Source: an optimization exercise on an open RTL-to-GDS flow (aim: small area, a short achievable clock period and few clock cycles per item). Production flows keep margins and buffers that such runs may drop. Where RTL was checked, it was by simulation tests only, not by an equivalence proof against the original. Power and IR drop assume default switching activity.

== alpha ==
==> flow/design.v (excerpt) <==
module muldiv_seq #(
    parameter int XLEN = 64
) (
    input  logic            clk,
    input  logic            reset,
    input  logic            start_i,
    input  logic [3:0]      op_i,
    input  logic [XLEN-1:0] a_i,
    input  logic [XLEN-1:0] b_i,
    input  logic            flush_i,
    input  logic            ack_i,
    output logic            busy_o,
    output logic            stall_o,
    output logic            done_o,
    output logic [XLEN-1:0] result_o,
    output logic [1:0]      dbg_state_o
);
==> flow/config.mk <==
export PLATFORM = sky130hd
export DESIGN_NAME = muldiv_seq
export DESIGN_NICKNAME = muldiv_seq
export VERILOG_FILES = /design/flow/design.v
export SDC_FILE = /design/flow/constraint.sdc
export NUM_CORES = 4
export LEC_CHECK = 0
export CAP_MARGIN = 20
export CORE_MARGIN = 2
export CORE_UTILIZATION = 40
export SETUP_SLACK_MARGIN = 2.5
export SLEW_MARGIN = 20
==> flow/constraint.sdc <==
create_clock -name core_clock -period 7.0 [get_ports {clk}]
set_input_delay 1.4000 -clock core_clock [delete_from_list [all_inputs] [get_ports {clk}]]
set_output_delay 1.4000 -clock core_clock [all_outputs]
set_load 0.01 [all_outputs]
run.sh (not shown) runs the stock make flow with config.mk's settings and CLKGATE_MAP_FILE= SYNTH_SCRIPT=/design/flow/synth_recipe.tcl, a recipe that flattens the netlist after the stock synthesis.
For beta, these inputs were changed with respect to alpha:
Settings: SETUP_SLACK_MARGIN: 2.5 -> 1.5.
beta | stages: all done | timing, DRC, antenna: all pass. Instance area after placement: beta < alpha. The via count reported for beta is lower than the one for alpha. The share of power burned in the clock network in beta sits 2.2 points above the value recorded for alpha.
Function was not checked in any run of this note: the RTL went through the layout flow alone.

## exp/quartz
Another version of the RTL of muldiv_seq (not shown whole).
For scale: ~5,000 cells after synthesis, about 230 flip-flops, about 210 I/O pins, roughly 31,000 um^2 of cells after synthesis.
Settings: LEC_CHECK=0, ABC_AREA=1, CAP_MARGIN=20, CORE_MARGIN=2, CORE_UTILIZATION=40, SETUP_SLACK_MARGIN=3.5, SLEW_MARGIN=20, TNS_END_PERCENT=10; clock period 7.0 ns.
Testbench counts of exp/quartz, summed over its fixed seeds: cycles 17,527, ops 1,920.
Here is what was changed in the inputs of exp/violet compared with exp/quartz.
- swapping 3.5 for 2.5 in SETUP_SLACK_MARGIN
- clearing ABC_AREA, which used to be 1
Results
exp/violet finished all stages; the layout is clean.
x_q[1] as the source of the critical timing path was reported by exp/violet, and x_q[0] by exp/quartz.
Ratio of final minimum period to clock period (higher): exp/violet
Between exp/violet and exp/quartz, it is exp/violet whose compound-gate portion of the synthesized area is higher, by 7.7 points.
On post-layout instance area: between exp/violet and exp/quartz, it ends up lower for exp/violet.
Going from exp/quartz to exp/violet, first-iteration DRC count shrank by more than 10%.
diff inputs: exp/violet => exp/ember
- CORE_UTILIZATION now 55, was 40
- ABC_AREA now 1, previously not set
## What came out
Of exp/violet and exp/ember, the lower smallest setup slack after layout belongs to exp/violet.
Compared to exp/violet, exp/ember has sequential cell area 0.31% lower.
On worst hold margin, the lower figure sits with exp/ember, not exp/violet.
exp/ember: fraction of the yosys area taken by sequential cells lower than exp/violet
Summary: with exp/violet as the reference, sum of met3 wire segment lengths after detailed routing in exp/ember moved up by more than half.
No run among exp/violet and exp/ember stopped early or left any final violation; all are clean.
[compare] base=exp/violet new=exp/ember: highest net fanout along the worst path shows a reduction of 3, power consumption shows a reduction of 18%, post-layout minimum cycle time shows a reduction of 0.17 ns, multi-input gate share of the layout cell area shows a reduction of 2.2 points, via count of the routed design shows an increase of 11%.
Edits applied to the flow inputs when going from exp/ember to exp/fjord:
- changing SETUP_SLACK_MARGIN from 2.5 to 3.0
Notes after the runs:
The final layout from exp/fjord, which completed every stage, passed the timing, design-rule and antenna checks at the end of the flow.
Pin count of the biggest net entering global routing, exp/fjord and exp/ember: larger value in exp/ember
Post-route fraction of the period consumed by the critical path came out lower on exp/fjord than on exp/ember.
exp/fjord vs exp/ember: sum of met3 wire segment lengths after detailed routing up by more than 10%
The multi-input logic cell count on exp/ember is in line with that on exp/fjord.
In exp/fjord, the leakage power came out about 5.4% above the value in exp/ember.
Sort exp/fjord and exp/ember by sequential share of layout area, ascending, and exp/fjord comes first.
Going from exp/ember to exp/fjord, post-route worst hold slack saw an increase, worst-case setup margin in the final layout increased 0.17 ns, total power consumption of the routed design moved up, final weighted congestion in routability-driven placement shows a reduction of about 4.5%.
Input changes introduced in exp/maple (baseline for comparison: exp/fjord):
- SETUP_SLACK_MARGIN now 2.75, was 3.0
Results
exp/maple vs. exp/fjord: net switching power figure went down by about 3.7%.
exp/maple vs. exp/fjord: worst-case setup margin in the final layout level; final standard cell count with taps included and fillers excluded decreased about 1%.
Going from exp/fjord to exp/maple, clock power now smaller, share of async-settable or async-resettable flops after synthesis comparable, met2 usage now smaller.

Another version of the RTL of muldiv_seq (not shown whole).
For scale: ~4,200 cells after synthesis, about 210 I/O pins, roughly 31,000 um^2 of cells after synthesis.
make LEC_CHECK=0 CAP_MARGIN=20 CORE_MARGIN=2 CORE_UTILIZATION=40 SETUP_SLACK_MARGIN=2.5 SLEW_MARGIN=20 finish   # period 7.0 ns
The starting point finished clean.
Testbench counts at the start, summed over its fixed seeds: cycles 17,377, ops 1,920.
Edit:
SETUP_SLACK_MARGIN = 0.3   (was 2.5)
=> Total power fell by 16%. Worst setup slack degrades by 0.81 ns. Design area fell by 16%. Non-clock buffer count fell by 218. Synthesized cell count stays the same. Routed wire length fell by 13%.
Edit:
SETUP_SLACK_MARGIN = 1.5   (was 0.3)
After rerunning: The changed run produced a clean layout. First-iteration DRC count goes up by a few percent. Worst setup slack gets better by 0.80 ns. Power goes up by a few percent. Clock skew goes down by 0.012 ns.

Setup of job 101:
RTL: one of the versions met above, not the one the previous note started from.
Size: roughly 230 flip-flops, about 210 I/O pins.
clock: 7.0 ns
lec_check: 0
abc_area: 1
cap_margin: 20
core_margin: 2
core_utilization: 55
cts_buf_list: sky130_fd_sc_hd__clkbuf_8
cts_cluster_size: 20
setup_slack_margin: 3.0
slew_margin: 20
tns_end_percent: 10
Testbench counts of job 101, summed over its fixed seeds: cycles 17,527, ops 1,920.
What job 102 does differently from job 101 at the input level:
Settings: CORE_UTILIZATION changed from 55 to 40; CTS_BUF_LIST removed (was sky130_fd_sc_hd__clkbuf_8); CTS_CLUSTER_SIZE removed (was 20).
## What came out
- Job 101 reached the final stage; the timing, design-rule and antenna checks on its layout passed.
- Job 102 was carried through to the last stage, and its layout satisfied the timing, design-rule and antenna checks.
- Largest fanout on the critical path, job 101 and job 102: larger value in job 101
- Highest metal layer with signal wires = met4: job 102; highest metal layer with signal wires = met5: job 101
- Compared to job 101, job 102 has relative slew slack 3.9 points lower.
- Job 102 vs. job 101: power decreased 3.8%, detailed-route wire length down about 0.45%, number of H-tree branching levels went down by 1, initial antenna violation count down 10, placeable core region saw an increase.
- [compare] base=job 101 new=job 102: post-route cell area climbed 0.69%, setup slack saw an increase, via count dropped 4.8%, sequential share of layout area neither gained nor lost much.
Relative to job 102, the following input files were edited for job 103:
Settings: swapping 3.0 for 2.5 in SETUP_SLACK_MARGIN.
==> run summary <==
Going from job 102 to job 103, count of nets after finishing shrank slightly. Relative to job 102, met2 layer usage reported by global route has decreased by 1.7 points in job 103. Compared with job 102, job 103 degrades time the final worst path needs with I/O delays and setup. On detailed-placement wirelength estimate, job 102 loses to job 103. Taking job 102 as the reference, in job 103 power attributed to the clock group went down about 2%; global-route wire length before repair went down 12000 um; cell area reported after detailed placement went down about 0.36%.

the previous run:
The RTL this note starts from:
==> flow/design.v <==
module muldiv_seq #(
    parameter int XLEN = 64
) (
    input  logic            clk,
    input  logic            reset,
    input  logic            start_i,
    input  logic [3:0]      op_i,
    input  logic [XLEN-1:0] a_i,
    input  logic [XLEN-1:0] b_i,
    input  logic            flush_i,
    input  logic            ack_i,
    output logic            busy_o,
    output logic            stall_o,
    output logic            done_o,
    output logic [XLEN-1:0] result_o,
    output logic [1:0]      dbg_state_o
);
    logic busy_q, done_q;
    logic ph_mul_q, ph_prep_q, ph_div_q, ph_fix_q;
    logic w_q, rem_q, sa_q, sb_q, negres_q;
    logic b1one_q, b1two_q, b1neg_q, b2one_q, b2two_q, b2neg_q;
    logic cx_q, asel_y_q, ainv_q;
    logic [6:0]  ca_q;
    logic [5:0]  cb_q;
    logic [7:0]  jd;
    logic [5:0]  cnt_q, sh;
    logic [64:0] r_q;    
    logic [64:0] x_q;    
    logic [63:0] y_q;    
    function automatic logic [64:0] wsext(input logic w, input logic [64:0] v);
        wsext = w ? {{33{v[31]}}, v[31:0]} : v;
    endfunction
    function automatic logic [6:0] lzc64(input logic [63:0] v);
        logic [31:0][1:0] c1;
        logic [15:0][2:0] c2;
        logic [7:0][3:0]  c3;
        logic [3:0][4:0]  c4;
        logic [1:0][5:0]  c5;
        for (int i = 0; i < 32; i++)
            c1[i] = v[2*i+1] ? 2'd0 : (v[2*i] ? 2'd1 : 2'd2);
        for (int i = 0; i < 16; i++)
            c2[i] = c1[2*i+1][1] ? {c1[2*i][1], ~c1[2*i][1], c1[2*i][0]}
                                 : {1'b0, c1[2*i+1]};
        for (int i = 0; i < 8; i++)
            c3[i] = c2[2*i+1][2] ? {c2[2*i][2], ~c2[2*i][2], c2[2*i][1:0]}
                                 : {1'b0, c2[2*i+1]};
        for (int i = 0; i < 4; i++)
            c4[i] = c3[2*i+1][3] ? {c3[2*i][3], ~c3[2*i][3], c3[2*i][2:0]}
                                 : {1'b0, c3[2*i+1]};
        for (int i = 0; i < 2; i++)
            c5[i] = c4[2*i+1][4] ? {c4[2*i][4], ~c4[2*i][4], c4[2*i][3:0]}
                                 : {1'b0, c4[2*i+1]};
        lzc64 = c5[1][5] ? {c5[0][5], ~c5[0][5], c5[0][4:0]} : {1'b0, c5[1]};
    endfunction
    function automatic logic [2:0] booth(input logic hi, input logic lo, input logic prev);
        booth = {lo ^ prev,
                 (hi & ~lo & ~prev) | (~hi & lo & prev),
                 hi & ~(lo & prev)};
    endfunction
    logic accept, working;
    logic d_mul, d_w, d_sgn, d_rem, d_legal, d_sx;
    logic [63:0] a_ext, b_ext, ymul, xmul;
    logic [6:0]  ca, cb, cbr;
    logic        swap, d_sa, d_sb, d_bzero, d_early;
    logic [7:0]  ga, gb, ta, tb, tas;
    logic [2:0]  d_bt1, d_bt2;
    always_comb begin
        accept  = !busy_q && start_i && !flush_i;
        working = busy_q && !done_q;
        d_mul   = (op_i == 4'd0) || (op_i == 4'd1);
        d_w     = (op_i == 4'd1) || (op_i == 4'd6) || (op_i == 4'd7) ||
                  (op_i == 4'd8) || (op_i == 4'd9);
        d_sgn   = (op_i == 4'd2) || (op_i == 4'd4) || (op_i == 4'd6) || (op_i == 4'd8);
        d_rem   = (op_i == 4'd4) || (op_i == 4'd5) || (op_i == 4'd8) || (op_i == 4'd9);
        d_legal = (op_i <= 4'd9);
        d_sx    = d_sgn || d_mul;
        a_ext   = d_w ? {{32{d_sx & a_i[31]}}, a_i[31:0]} : a_i;
        b_ext   = d_w ? {{32{d_sx & b_i[31]}}, b_i[31:0]} : b_i;
        d_sa    = d_sgn & a_ext[63];
        d_sb    = d_sgn & b_ext[63];
        ca    = lzc64(a_ext ^ {64{d_sx & a_ext[63]}});
        cbr   = lzc64(b_ext ^ {64{d_sx & b_ext[63]}});
        cb    = cbr[6] ? 7'd63 : cbr;
        for (int k = 0; k < 8; k++) begin
            ga[k] = (a_ext[8*k +: 8] == {8{d_sx & a_ext[63]}});
            gb[k] = (b_ext[8*k +: 8] == {8{d_sx & b_ext[63]}});
        end
        ta[7] = ga[7];
        tb[7] = gb[7];
        for (int k = 6; k >= 0; k--) begin
            ta[k] = ta[k+1] & ga[k];
            tb[k] = tb[k+1] & gb[k];
        end
        swap  = |(tb & ~ta);
        d_bzero = (b_ext == 64'd0);
        tas[0] = ta[0] & ~d_sa;
        for (int k = 1; k < 8; k++)
            tas[k] = ta[k] & (~d_sa | a_ext[8*k-1]);
        d_early = |(tas & ~tb);
        ymul  = (d_mul && swap) ? b_ext : a_ext;
        xmul  = swap ? a_ext : b_ext;
        d_bt1 = booth(ymul[1], ymul[0], 1'b0);
        d_bt2 = booth(ymul[3], ymul[2], ymul[1]);
    end
    logic [65:0] op_a, sel1, sel2, op1, op2, cs_s, cs_c, sum;
    logic [65:0] x66;
    always_comb begin
        x66  = {x_q[64], x_q};
        op_a = (asel_y_q ? {2'b00, y_q} : {r_q[64], r_q})
               ^ {66{ainv_q}};
        sel1 = b1one_q ? x66 : (b1two_q ? {x66[64:0], 1'b0} : 66'd0);
        sel2 = b2one_q ? {x66[63:0], 2'b00} : (b2two_q ? {x66[62:0], 3'b000} : 66'd0);
        op1  = sel1 ^ {66{b1neg_q}};
        op2  = sel2 ^ {66{b2neg_q}};
        cs_s = op_a ^ op1 ^ op2;
        cs_c = {((op_a & op1) | (op_a & op2) | (op1 & op2)), b1neg_q};
        sum  = cs_s + cs_c[65:0] + {65'd0, b2neg_q | cx_q};
    end
    logic mul_last, div_last, rneg, wfin;
    logic [2:0] n_bt1, n_bt2;
    always_comb begin
        mul_last = (&y_q[63:3]) | ~(|y_q[63:3]);
        div_last = (cnt_q == 6'd0);
        rneg     = sum[64];
        n_bt1    = booth(y_q[5], y_q[4], y_q[3]);
        n_bt2    = booth(y_q[7], y_q[6], y_q[5]);
        jd       = {2'b00, cb_q} + {7'd0, sa_q} - {1'b0, ca_q};
        sh       = jd[7] ? 6'd0 : jd[5:0];
        wfin     = w_q & (ph_fix_q | (ph_mul_q & mul_last) | (ph_div_q & rem_q & div_last));
    end
    always_ff @(posedge clk) begin
        if (!reset) begin
            busy_q    <= 1'b0;
            done_q    <= 1'b0;
            ph_mul_q  <= 1'b0;
            ph_prep_q <= 1'b0;
            ph_div_q  <= 1'b0;
            ph_fix_q  <= 1'b0;
        end else if (accept) begin
            busy_q    <= 1'b1;
            done_q    <= !d_legal;
            ph_mul_q  <= d_legal && d_mul;
            ph_prep_q <= d_legal && !d_mul && !d_early;
            ph_div_q  <= 1'b0;
            ph_fix_q  <= d_legal && !d_mul && d_early;
        end else if (working && flush_i) begin
            busy_q    <= 1'b0;
            ph_mul_q  <= 1'b0;
            ph_prep_q <= 1'b0;
            ph_div_q  <= 1'b0;
            ph_fix_q  <= 1'b0;
        end else if (done_q) begin
            if (ack_i || flush_i) begin
                busy_q <= 1'b0;
                done_q <= 1'b0;
            end
        end else begin
            if (ph_mul_q && mul_last) begin
                ph_mul_q <= 1'b0;
                done_q   <= 1'b1;
            end
            if (ph_prep_q) begin
                ph_prep_q <= 1'b0;
                ph_div_q  <= 1'b1;
            end
            if (ph_div_q && div_last) begin
                ph_div_q <= 1'b0;
                if (!rem_q || rneg || negres_q) ph_fix_q <= 1'b1;
                else done_q <= 1'b1;
            end
            if (ph_fix_q) begin
                ph_fix_q <= 1'b0;
                done_q   <= 1'b1;
            end
        end
    end
    always_ff @(posedge clk) begin
        if (accept) begin
            w_q      <= d_w;
            rem_q    <= d_rem;
            sa_q     <= d_sa;
            sb_q     <= d_sb;
            negres_q <= d_rem ? d_sa : (d_sa ^ d_sb) & !d_bzero;
            ca_q     <= d_mul ? 7'd0 : (d_bzero ? {6'd0, d_sa} : ca);
            cb_q     <= d_mul ? 6'd4 : (d_bzero ? 6'd63 : cb[5:0]);
            r_q      <= 65'd0;
            x_q      <= d_mul ? {xmul[63], xmul} : {d_sb, b_ext};
            y_q      <= ymul;
            {b1one_q, b1two_q, b1neg_q} <= d_mul ? d_bt1 : 3'b000;
            {b2one_q, b2two_q, b2neg_q} <= d_mul ? d_bt2 : 3'b000;
            cx_q     <= !d_mul && !d_early && d_sa;
            ainv_q   <= !d_mul && !d_early && d_sa;
            asel_y_q <= !d_mul && !(d_early && !d_rem);
        end else begin
            if (ph_mul_q)       y_q <= {{4{y_q[63]}}, y_q[63:4]};
            else if (ph_prep_q) y_q <= 64'd0;
            else                y_q <= {y_q[62:0], ~rneg};
        end
        if (!accept && working) begin
            r_q <= wsext(wfin, {sum[64] & ~ph_prep_q, sum[63:0]});
            if (ph_mul_q) begin
                x_q <= x_q << sh;
                {b1one_q, b1two_q, b1neg_q} <= n_bt1;
                {b2one_q, b2two_q, b2neg_q} <= n_bt2;
            end
            if (ph_prep_q) begin
                asel_y_q <= 1'b0;
                x_q     <= x_q << sh;
                cnt_q   <= sh;
                b1one_q <= 1'b1;
                b1neg_q <= ~sb_q;
                cx_q    <= 1'b0;
                ainv_q  <= 1'b0;
            end
            if (ph_div_q) begin
                if (!div_last) begin
                    x_q     <= {x_q[64], x_q[64:1]};
                    cnt_q   <= cnt_q - 6'd1;
                    b1neg_q <= ~rneg ^ sb_q;
                end else begin
                    asel_y_q <= !rem_q;
                    ainv_q   <= negres_q;
                    cx_q     <= negres_q;
                    b1one_q  <= rem_q && rneg;
                    b1neg_q  <= rem_q && rneg && (negres_q ^ sb_q);
                end
            end
        end
    end
    always_comb begin
        busy_o      = busy_q;
        done_o      = done_q;
        stall_o     = accept || working;
        result_o    = r_q[63:0];
        dbg_state_o = {done_q, working};
    end
endmodule
clock: 7.0 ns
lec_check: 0
abc_area: 1
cap_margin: 20
core_margin: 2
core_utilization: 40
setup_slack_margin: 2.5
slew_margin: 20
Testbench counts of the previous run, summed over its fixed seeds: cycles 17,527, ops 1,920.
Relative to the previous run, the following input files were edited for the current run:
Settings: ABC_AREA: 1 -> unset; TNS_END_PERCENT: unset -> 10.
--- outcome ---
- In the reports for the previous run and the current run, the smaller final clock period utilization by the worst path belongs to the previous run.
- Comparing fraction of layout cells with a size suffix above 1 for the previous run and the current run, the smaller number came from the previous run.
- On starting density of the core, the previous run tracks the current run almost exactly.
- Highest metal layer with signal wires: met4 -> the previous run, met5 -> the current run

## static timing again, ports no longer ideal
How much do the figures lean on ideal ports? The routed layouts below were timed once more, with nothing changed but the port constraints.
Step 1: set_driving_cell puts a clkbuf_16 on clk and a buf_2 on each other input, an assumption about the parent block.
Step 2 times the ports against the registers' clock, not the clock port: input delays grow and output delays shrink by t, the midpoint of the rising clock arrivals with the driver on.
Slacks: no drivers / after step 1 / after step 2; pairs: no drivers / after step 1.
run | shift t [ns] | setup WS [ns] | worst data-port slew with drivers (ns)
alpha | 0.637 | 1.510 / 1.466 / 0.829 | 0.16
beta | 0.653 | 1.615 / 1.640 / 0.988 | 0.06
exp/quartz | 0.629 | 2.695 / 2.695 / 2.248 | 0.05
exp/violet | 0.677 | 2.301 / 2.301 / 1.818 | 0.05
exp/ember | 0.692 | 2.473 / 2.496 / 1.825 | 0.05
exp/fjord | 0.693 | 2.643 / 2.663 / 1.970 | 0.06
exp/maple | 0.668 | 2.646 / 2.626 / 2.021 | 0.05
the first run of note 3 | 0.693 | 1.454 / 1.464 / 0.771 | 0.12
the second run of note 3 | 0.651 | 0.647 / 0.679 / 0.028 | 0.11
the third run of note 3 | 0.646 | 1.449 / 1.466 / 0.820 | 0.12
job 101 | 0.752 | 2.680 / 2.680 / 2.230 | 0.06
job 102 | 0.708 | 2.740 / 2.740 / 2.209 | 0.06
job 103 | 0.681 | 2.443 / 2.462 / 1.792 | 0.06
the previous run | 0.695 | 2.487 / 2.487 / 1.890 | 0.07
the current run | 0.650 | 2.143 / 2.123 / 1.473 | 0.15
After both steps every run listed still meets setup and hold. For the first run of note 3, which loses most, drivers alone change the setup slack by +0.010 ns; drivers and shift together by -0.683 ns.
